Source: an optimization exercise on an open RTL-to-GDS flow (aim: small area, a short achievable clock period and few clock cycles per item). Production flows keep margins and buffers that such runs may drop. Function was checked by simulation only, so behaviour that the tests miss may differ from the original. No activity file was given, so power comes from the tool's default toggle rates.

==> inputs of yarrow <==
==> flow/design.v <==
package aora_pkg;
	localparam int ACTION_W  = 16;
	localparam int BOUND_W   = 16;
	localparam int COUNT_W   = 5;
	localparam int PADDR_W   = 3;
	localparam int PDATA_W   = 32;
	localparam int RULE_ENTRY_W  = ACTION_W + 1;
	localparam int RANGE_ENTRY_W = 2 * BOUND_W + 1;
	localparam logic OP_LOAD  = 1'b0;
	localparam logic OP_CHECK = 1'b1;
	localparam logic [0:0] REG_ALLOW_ALL  = 1'b0;
	localparam logic [0:0] REG_RULE_COUNT = 1'b1;
	typedef struct packed {
		logic               allow_all;
		logic [COUNT_W-1:0] rule_count;
	} cfg_t;
endpackage
import aora_pkg::*;
module aora_regs (
	input  logic               clk,
	input  logic               arst_n,
	input  logic               psel,
	input  logic               penable,
	input  logic               pwrite,
	input  logic [PADDR_W-1:0] paddr,
	input  logic [PDATA_W-1:0] pwdata,
	output logic [PDATA_W-1:0] prdata,
	output logic               pready,
	output aora_pkg::cfg_t               cfg
);
	aora_pkg::cfg_t       cfg_q;
	logic [0:0] reg_idx;
	assign reg_idx = paddr[2:2];
	assign pready  = 1'b1;
	assign cfg     = cfg_q;
	always_ff @(posedge clk or negedge arst_n) begin
		if (!arst_n) begin
			cfg_q <= '0;
		end else if (psel && penable && pwrite) begin
			case (reg_idx)
				REG_ALLOW_ALL:  cfg_q.allow_all  <= pwdata[0];
				REG_RULE_COUNT: cfg_q.rule_count <= pwdata[COUNT_W-1:0];
				default: ;
			endcase
		end
	end
	always_comb begin
		case (reg_idx)
			REG_ALLOW_ALL:  prdata = {{(PDATA_W-1){1'b0}}, cfg_q.allow_all};
			REG_RULE_COUNT: prdata = {{(PDATA_W-COUNT_W){1'b0}}, cfg_q.rule_count};
			default:        prdata = '0;
		endcase
	end
endmodule
import aora_pkg::*;
module aora_ram #(
	parameter int MAX_RULES  = 16,
	parameter int MAX_RANGES = 8
) (
	input  logic                  clk,
	input  logic                  arst_n,
	input  logic                  we,
	input  logic [3:0]            widx,
	input  logic [2:0]            wslot,
	input  logic [ACTION_W-1:0]   wact,
	input  logic                  wany,
	input  logic [BOUND_W-1:0]    wlow,
	input  logic [BOUND_W-1:0]    whigh,
	input  logic                  wvalid,
	input  logic [MAX_RULES-1:0]  rule_on,
	input  logic [ACTION_W-1:0]   qact,
	input  logic [BOUND_W-1:0]    qopt,
	output logic                  hit
);
	logic [ACTION_W-1:0] act_q [MAX_RULES];
	logic                any_q [MAX_RULES];
	logic [MAX_RULES-1:0] rule_hit;
	for (genvar r = 0; r < MAX_RULES; r++) begin : g_rule
		logic                rwe;
		logic [MAX_RANGES-1:0] slot_hit;
		assign rwe = we && (widx == 4'(r));
		always_ff @(posedge clk) begin
			if (rwe) begin
				act_q[r] <= wact;
				any_q[r] <= wany;
			end
		end
		for (genvar s = 0; s < MAX_RANGES; s++) begin : g_slot
			logic               swe;
			logic               vld_q;
			logic [BOUND_W-1:0] lo_q;
			logic [BOUND_W-1:0] hi_q;
			assign swe = rwe && (wslot == 3'(s));
			always_ff @(posedge clk or negedge arst_n) begin
				if (!arst_n) begin
					vld_q <= 1'b0;
				end else if (swe) begin
					vld_q <= wvalid;
				end
			end
			always_ff @(posedge clk) begin
				if (swe) begin
					lo_q <= wlow;
					hi_q <= whigh;
				end
			end
			assign slot_hit[s] = vld_q && (qopt >= lo_q) && (qopt <= hi_q);
		end
		assign rule_hit[r] = rule_on[r] && (any_q[r] || (act_q[r] == qact))
			&& (|slot_hit);
	end
	assign hit = |rule_hit;
endmodule
import aora_pkg::*;
module aora_ctrl #(
	parameter int MAX_RULES = 16
) (
	input  logic                  clk,
	input  logic                  arst_n,
	input  aora_pkg::cfg_t        cfg,
	input  logic                  start,
	output logic                  busy,
	input  logic                  operation,
	input  logic [BOUND_W-1:0]    slot_low,
	input  logic [BOUND_W-1:0]    slot_high,
	input  logic                  hit,
	output logic                  we,
	output logic [MAX_RULES-1:0]  rule_on,
	output logic                  done,
	output logic                  authorized,
	output logic                  no_rules,
	output logic                  load_rejected
);
	logic bad_bounds;
	logic count_zero;
	assign busy       = 1'b0;
	assign bad_bounds = slot_low > slot_high;
	assign count_zero = (cfg.rule_count == '0);
	assign we         = start && (operation == OP_LOAD) && !bad_bounds;
	for (genvar r = 0; r < MAX_RULES; r++) begin : g_on
		assign rule_on[r] = (cfg.rule_count > COUNT_W'(r));
	end
	always_ff @(posedge clk or negedge arst_n) begin
		if (!arst_n) begin
			done <= 1'b0;
		end else begin
			done <= start;
		end
	end
	always_ff @(posedge clk) begin
		if (operation == OP_LOAD) begin
			authorized    <= 1'b0;
			no_rules      <= 1'b0;
			load_rejected <= bad_bounds;
		end else begin
			authorized    <= cfg.allow_all || hit;
			no_rules      <= !cfg.allow_all && count_zero;
			load_rejected <= 1'b0;
		end
	end
endmodule
import aora_pkg::*;
module action_option_range_acl #(
	parameter int MAX_RULES  = 16,
	parameter int MAX_RANGES = 8
) (
	input  logic                clk,
	input  logic                arst_n,
	input  logic                psel,
	input  logic                penable,
	input  logic                pwrite,
	input  logic [PADDR_W-1:0]  paddr,
	input  logic [PDATA_W-1:0]  pwdata,
	output logic [PDATA_W-1:0]  prdata,
	output logic                pready,
	input  logic                start,
	output logic                busy,
	input  logic                operation,
	input  logic [3:0]          rule_index,
	input  logic [2:0]          slot_index,
	input  logic [ACTION_W-1:0] rule_action_id,
	input  logic                rule_any_action,
	input  logic [BOUND_W-1:0]  slot_low,
	input  logic [BOUND_W-1:0]  slot_high,
	input  logic                slot_enable,
	input  logic [ACTION_W-1:0] query_action,
	input  logic [BOUND_W-1:0]  query_option,
	output logic                done,
	output logic                authorized,
	output logic                no_rules,
	output logic                load_rejected
);
	aora_pkg::cfg_t       cfg;
	logic                 we;
	logic                 hit;
	logic [MAX_RULES-1:0] rule_on;
	aora_regs u_regs (
		.clk     (clk),
		.arst_n  (arst_n),
		.psel    (psel),
		.penable (penable),
		.pwrite  (pwrite),
		.paddr   (paddr),
		.pwdata  (pwdata),
		.prdata  (prdata),
		.pready  (pready),
		.cfg     (cfg)
	);
	aora_ctrl #(
		.MAX_RULES (MAX_RULES)
	) u_ctrl (
		.clk           (clk),
		.arst_n        (arst_n),
		.cfg           (cfg),
		.start         (start),
		.busy          (busy),
		.operation     (operation),
		.slot_low      (slot_low),
		.slot_high     (slot_high),
		.hit           (hit),
		.we            (we),
		.rule_on       (rule_on),
		.done          (done),
		.authorized    (authorized),
		.no_rules      (no_rules),
		.load_rejected (load_rejected)
	);
	aora_ram #(
		.MAX_RULES  (MAX_RULES),
		.MAX_RANGES (MAX_RANGES)
	) u_table (
		.clk     (clk),
		.arst_n  (arst_n),
		.we      (we),
		.widx    (rule_index),
		.wslot   (slot_index),
		.wact    (rule_action_id),
		.wany    (rule_any_action),
		.wlow    (slot_low),
		.whigh   (slot_high),
		.wvalid  (slot_enable),
		.rule_on (rule_on),
		.qact    (query_action),
		.qopt    (query_option),
		.hit     (hit)
	);
endmodule
==> flow/run.sh <==
#!/bin/bash
# synth_recipe.tcl (not shown) runs the flow's synth.tcl, then flattens the netlist and writes it again
# the make line also repeats each setting of config.mk as NAME=value (left out here)
make -C /OpenROAD-flow-scripts/flow DESIGN_CONFIG=/design/flow/config.mk WORK_HOME=/design/flow/orfs CLKGATE_MAP_FILE= SYNTH_SCRIPT=/design/flow/synth_recipe.tcl finish
==> flow/config.mk <==
export PLATFORM = sky130hd
export DESIGN_NAME = action_option_range_acl
export DESIGN_NICKNAME = action_option_range_acl
export VERILOG_FILES = /design/flow/design.v
export SDC_FILE = /design/flow/constraint.sdc
export NUM_CORES = 4
export LEC_CHECK = 0
export CAP_MARGIN = 20
export CORE_MARGIN = 2
export CORE_UTILIZATION = 40
export SLEW_MARGIN = 20
export SYNTH_MEMORY_MAX_BITS = 8192
==> flow/constraint.sdc <==
create_clock -name core_clock -period 6.0 [get_ports {clk}]
set_input_delay 1.2000 -clock core_clock [delete_from_list [all_inputs] [get_ports {clk}]]
set_output_delay 1.2000 -clock core_clock [all_outputs]
set_load 0.01 [all_outputs]
==> maple (differences from yarrow) <==
==> flow/design.v, changed modules only <==
module aora_ram #(
	parameter int MAX_RULES  = 16,
	parameter int MAX_RANGES = 8
) (
	input  logic                  clk,
	input  logic                  arst_n,
	input  logic                  load,      
	input  logic                  bad,       
	input  logic [3:0]            widx,
	input  logic [2:0]            wslot,
	input  logic [ACTION_W-1:0]   wact,
	input  logic                  wany,
	input  logic [BOUND_W-1:0]    wlow,
	input  logic [BOUND_W-1:0]    whigh,
	input  logic                  wvalid,
	input  logic [MAX_RULES-1:0]  rule_on,
	input  logic [ACTION_W-1:0]   qact,
	input  logic [BOUND_W-1:0]    qopt,
	output logic [MAX_RULES/4-1:0] quad_hit
);
	logic                pw_load_q;
	logic                pw_bad_q;
	logic [3:0]          pw_idx_q;
	logic [2:0]          pw_slot_q;
	logic [ACTION_W-1:0] pw_act_q;
	logic                pw_any_q;
	logic [BOUND_W-1:0]  pw_low_q;
	logic [BOUND_W-1:0]  pw_high_n_q;
	logic                pw_valid_q;
	logic                pw_we;
	logic                pw_act_ok;
	logic                pw_slot_hit;
	always_ff @(posedge clk or negedge arst_n) begin
		if (!arst_n) begin
			pw_load_q <= 1'b0;
		end else begin
			pw_load_q <= load;
		end
	end
	always_ff @(posedge clk) begin
		pw_bad_q    <= bad;
		pw_idx_q    <= widx;
		pw_slot_q   <= wslot;
		pw_act_q    <= wact;
		pw_any_q    <= wany;
		pw_low_q    <= wlow;
		pw_high_n_q <= ~whigh;
		pw_valid_q  <= wvalid;
	end
	assign pw_we     = pw_load_q && !pw_bad_q;
	assign pw_act_ok = pw_any_q || (pw_act_q == qact);
	logic [BOUND_W-1:0] qopt_n;
	assign qopt_n = ~qopt;
	logic                pw_slot_hit_n;
	aora_slot_match #(.W(BOUND_W)) u_pw_match (
		.q_n   (qopt_n),
		.q     (qopt),
		.lo    (pw_low_q),
		.hi_n  (pw_high_n_q),
		.vld   (pw_valid_q),
		.hit_n (pw_slot_hit_n)
	);
	assign pw_slot_hit = !pw_slot_hit_n;
	logic [ACTION_W-1:0] act_q [MAX_RULES];
	logic                any_q [MAX_RULES];
	logic [MAX_RULES-1:0] act_on;
	logic [MAX_RULES-1:0] pw_rule_hit;
	logic [MAX_RULES*MAX_RANGES-1:0] slot_hit_n;
	for (genvar r = 0; r < MAX_RULES; r++) begin : g_rule
		logic                  rwe;
		assign rwe = pw_we && (pw_idx_q == 4'(r));
		always_ff @(posedge clk) begin
			if (rwe) begin
				act_q[r] <= pw_act_q;
				any_q[r] <= pw_any_q;
			end
		end
		aora_act_match u_act (
			.qact   (qact),
			.act    (act_q[r]),
			.any    (any_q[r]),
			.on     (rule_on[r]),
			.sel    (rwe),
			.sel_ok (pw_act_ok),
			.act_on (act_on[r])
		);
		assign pw_rule_hit[r] = rwe && pw_slot_hit;
		for (genvar s = 0; s < MAX_RANGES; s++) begin : g_slot
			logic               swe;
			logic               vld_q;
			logic               vld_eff;
			logic [BOUND_W-1:0] lo_q;
			logic [BOUND_W-1:0] hi_n_q;    
			assign swe = rwe && (pw_slot_q == 3'(s));
			always_ff @(posedge clk or negedge arst_n) begin
				if (!arst_n) begin
					vld_q <= 1'b0;
				end else if (swe) begin
					vld_q <= pw_valid_q;
				end
			end
			always_ff @(posedge clk) begin
				if (swe) begin
					lo_q   <= pw_low_q;
					hi_n_q <= pw_high_n_q;
				end
			end
			assign vld_eff = vld_q && !swe;
			aora_slot_match #(.W(BOUND_W)) u_match (
				.q_n   (qopt_n),
				.q     (qopt),
				.lo    (lo_q),
				.hi_n  (hi_n_q),
				.vld   (vld_eff),
				.hit_n (slot_hit_n[r*MAX_RANGES+s])
			);
		end
	end
	aora_hit #(
		.MAX_RULES  (MAX_RULES),
		.MAX_RANGES (MAX_RANGES)
	) u_hit (
		.slot_hit_n  (slot_hit_n),
		.act_on      (act_on),
		.pw_rule_hit (pw_rule_hit),
		.quad_hit    (quad_hit)
	);
endmodule
module aora_slot_match #(
	parameter int W = 16
) (
	input  logic [W-1:0] q_n,
	input  logic [W-1:0] q,
	input  logic [W-1:0] lo,
	input  logic [W-1:0] hi_n,
	input  logic         vld,
	output logic         hit_n
);
	logic ge_lo;
	logic le_hi;
	aora_ge_tree #(.W(W)) u_ge_lo (.x(q_n), .y(lo), .ge(ge_lo));
	aora_ge_tree #(.W(W)) u_le_hi (.x(hi_n), .y(q), .ge(le_hi));
	assign hit_n = !(vld && ge_lo && le_hi);
endmodule
module aora_act_match (
	input  logic [ACTION_W-1:0] qact,
	input  logic [ACTION_W-1:0] act,
	input  logic                any,
	input  logic                on,
	input  logic                sel,
	input  logic                sel_ok,
	output logic                act_on
);
	assign act_on = on && (sel ? sel_ok : (any || (act == qact)));
endmodule
module aora_hit #(
	parameter int MAX_RULES  = 16,
	parameter int MAX_RANGES = 8
) (
	input  logic [MAX_RULES*MAX_RANGES-1:0] slot_hit_n,
	input  logic [MAX_RULES-1:0]            act_on,
	input  logic [MAX_RULES-1:0]            pw_rule_hit,
	output logic [MAX_RULES/4-1:0]          quad_hit
);
	logic [MAX_RULES-1:0]   rule_hit_n;
	for (genvar r = 0; r < MAX_RULES; r++) begin : g_rule
		logic lo_any;
		logic hi_any;
		aora_nand4 u_lo (.a(slot_hit_n[r*MAX_RANGES +: 4]), .y(lo_any));
		aora_nand4 u_hi (.a(slot_hit_n[r*MAX_RANGES+4 +: 4]), .y(hi_any));
		aora_o31ai u_rule (
			.a1 (lo_any),
			.a2 (hi_any),
			.a3 (pw_rule_hit[r]),
			.b1 (act_on[r]),
			.y  (rule_hit_n[r])
		);
	end
	for (genvar k = 0; k < MAX_RULES / 4; k++) begin : g_quad
		aora_nand4 u_quad (.a(rule_hit_n[4*k +: 4]), .y(quad_hit[k]));
	end
endmodule
module aora_nand4 (
	input  logic [3:0] a,
	output logic       y
);
	assign y = !(&a);
endmodule
module aora_o31ai (
	input  logic a1,
	input  logic a2,
	input  logic a3,
	input  logic b1,
	output logic y
);
	assign y = !((a1 || a2 || a3) && b1);
endmodule
module aora_ge_tree #(
	parameter int W = 16
) (
	input  logic [W-1:0] x,
	input  logic [W-1:0] y,
	output logic         ge
);
	logic [W:0] c;
	assign c[0] = 1'b1;
	for (genvar i = 0; i < W; i++) begin : g_bit
		assign c[i+1] = (!x[i] && (!y[i] || c[i])) || (!y[i] && c[i]);
	end
	assign ge = c[W];
endmodule
module aora_ctrl #(
	parameter int MAX_RULES = 16
) (
	input  logic                  clk,
	input  logic                  arst_n,
	input  aora_pkg::cfg_t        cfg,
	input  logic                  start,
	output logic                  busy,
	input  logic                  operation,
	input  logic [BOUND_W-1:0]    slot_low,
	input  logic [BOUND_W-1:0]    slot_high,
	input  logic [MAX_RULES/4-1:0] quad_hit,
	output logic                  load,
	output logic                  bad,
	output logic [MAX_RULES-1:0]  rule_on,
	output logic                  done,
	output logic                  authorized,
	output logic                  no_rules,
	output logic                  load_rejected
);
	logic bad_bounds;
	logic [MAX_RULES/4-1:0] auth_q;
	logic count_zero;
	assign busy       = 1'b0;
	logic bounds_ok;
	aora_ge_tree #(.W(BOUND_W)) u_bounds (.x(~slot_high), .y(slot_low), .ge(bounds_ok));
	assign bad_bounds = !bounds_ok;
	assign count_zero = (cfg.rule_count == '0);
	assign load       = start && (operation == OP_LOAD);
	assign bad        = bad_bounds;
	for (genvar r = 0; r < MAX_RULES; r++) begin : g_on
		assign rule_on[r] = (cfg.rule_count > COUNT_W'(r));
	end
	always_ff @(posedge clk or negedge arst_n) begin
		if (!arst_n) begin
			done <= 1'b0;
		end else begin
			done <= start;
		end
	end
	assign authorized = |auth_q;
	always_ff @(posedge clk) begin
		if (operation == OP_LOAD) begin
			auth_q        <= '0;
			no_rules      <= 1'b0;
			load_rejected <= bad_bounds;
		end else begin
			auth_q        <= {(MAX_RULES/4){cfg.allow_all}} | quad_hit;
			no_rules      <= !cfg.allow_all && count_zero;
			load_rejected <= 1'b0;
		end
	end
endmodule
module action_option_range_acl #(
	parameter int MAX_RULES  = 16,
	parameter int MAX_RANGES = 8
) (
	input  logic                clk,
	input  logic                arst_n,
	input  logic                psel,
	input  logic                penable,
	input  logic                pwrite,
	input  logic [PADDR_W-1:0]  paddr,
	input  logic [PDATA_W-1:0]  pwdata,
	output logic [PDATA_W-1:0]  prdata,
	output logic                pready,
	input  logic                start,
	output logic                busy,
	input  logic                operation,
	input  logic [3:0]          rule_index,
	input  logic [2:0]          slot_index,
	input  logic [ACTION_W-1:0] rule_action_id,
	input  logic                rule_any_action,
	input  logic [BOUND_W-1:0]  slot_low,
	input  logic [BOUND_W-1:0]  slot_high,
	input  logic                slot_enable,
	input  logic [ACTION_W-1:0] query_action,
	input  logic [BOUND_W-1:0]  query_option,
	output logic                done,
	output logic                authorized,
	output logic                no_rules,
	output logic                load_rejected
);
	aora_pkg::cfg_t       cfg;
	logic                 load;
	logic                 bad;
	logic [MAX_RULES/4-1:0] quad_hit;
	logic [MAX_RULES-1:0] rule_on;
	aora_regs u_regs (
		.clk     (clk),
		.arst_n  (arst_n),
		.psel    (psel),
		.penable (penable),
		.pwrite  (pwrite),
		.paddr   (paddr),
		.pwdata  (pwdata),
		.prdata  (prdata),
		.pready  (pready),
		.cfg     (cfg)
	);
	aora_ctrl #(
		.MAX_RULES (MAX_RULES)
	) u_ctrl (
		.clk           (clk),
		.arst_n        (arst_n),
		.cfg           (cfg),
		.start         (start),
		.busy          (busy),
		.operation     (operation),
		.slot_low      (slot_low),
		.slot_high     (slot_high),
		.quad_hit      (quad_hit),
		.load          (load),
		.bad           (bad),
		.rule_on       (rule_on),
		.done          (done),
		.authorized    (authorized),
		.no_rules      (no_rules),
		.load_rejected (load_rejected)
	);
	aora_ram #(
		.MAX_RULES  (MAX_RULES),
		.MAX_RANGES (MAX_RANGES)
	) u_table (
		.clk     (clk),
		.arst_n  (arst_n),
		.load    (load),
		.bad     (bad),
		.widx    (rule_index),
		.wslot   (slot_index),
		.wact    (rule_action_id),
		.wany    (rule_any_action),
		.wlow    (slot_low),
		.whigh   (slot_high),
		.wvalid  (slot_enable),
		.rule_on (rule_on),
		.qact    (query_action),
		.qopt    (query_option),
		.quad_hit (quad_hit)
	);
endmodule
--- a/flow/config.mk
+++ b/flow/config.mk
@@ -7,6 +7,10 @@
 export LEC_CHECK = 0
 export CAP_MARGIN = 20
 export CORE_MARGIN = 2
-export CORE_UTILIZATION = 40
+export CORE_UTILIZATION = 45
+export CTS_CLUSTER_DIAMETER = 100
+export CTS_CLUSTER_SIZE = 30
+export SETUP_SLACK_MARGIN = 3.0
 export SLEW_MARGIN = 20
+export SYNTH_HIERARCHICAL = 1
 export SYNTH_MEMORY_MAX_BITS = 8192
==> qor summary <==
Status: maple no timing/DRC/antenna violations; yarrow no timing/DRC/antenna violations
Number of buffers added for setup after CTS: maple 72; yarrow 0
Synthesized area per cell: maple 13.4 µm²; yarrow 12.5 µm²
Buf+Inv Stages, Crit Path: maple 2; yarrow 6
Synthesized netlist cell count: maple 14900; yarrow 19300
Path type of the worst setup path: maple reg2reg; yarrow in2reg
Net switching power: maple 15000 µW; yarrow 17400 µW
Net count of the finished layout: maple 16300; yarrow 24800
Maximum level of the CTS H-tree: maple 4; yarrow 5
Site row count: maple 244; yarrow 285
Power, Total: maple 58400 µW; yarrow 71000 µW
Source-to-sink clock delay at the later pin of the worst-skew pair: maple 1.02 ns; yarrow 1.08 ns
Global routing usage summed across all routing layers: maple 30.5%; yarrow 24.2%
Switching part of the total power: maple 25.7%; yarrow 24.5%
Testbench counts of yarrow, summed over its fixed seeds: cycles 3,937, items 3,877.
Testbench counts of maple, summed over its fixed seeds: cycles 3,937, items 3,877.

## static timing again, ports no longer ideal
Ports are ideal in the flow. The routed layouts listed here were re-timed in OpenROAD.
Step 1, drivers: a clkbuf_16 drives clk and a buf_2 each remaining input, both assumed.
Step 2 moves the port delays by t, midway between the first and last clock arrival at a register: inputs arrive t later, outputs are due t later. That takes back most of the time a late clock gives input paths.
Slacks: ideal / step 1 / step 2; pairs: ideal / step 1.
run | shift t [ns] | setup slack, ns | worst slew at a driven data input, ns | cell pins on the clock port's net
yarrow | 1.173 | 0.982 / 1.065 / -0.108 | 0.39 | 1
maple | 1.118 | 2.386 / 2.085 / 0.967 | 0.65 | 1
Met with ideal ports but missed after step 2: setup timing in yarrow. For maple, which loses most, drivers alone change the setup slack by -0.301 ns; drivers and shift together by -1.419 ns.
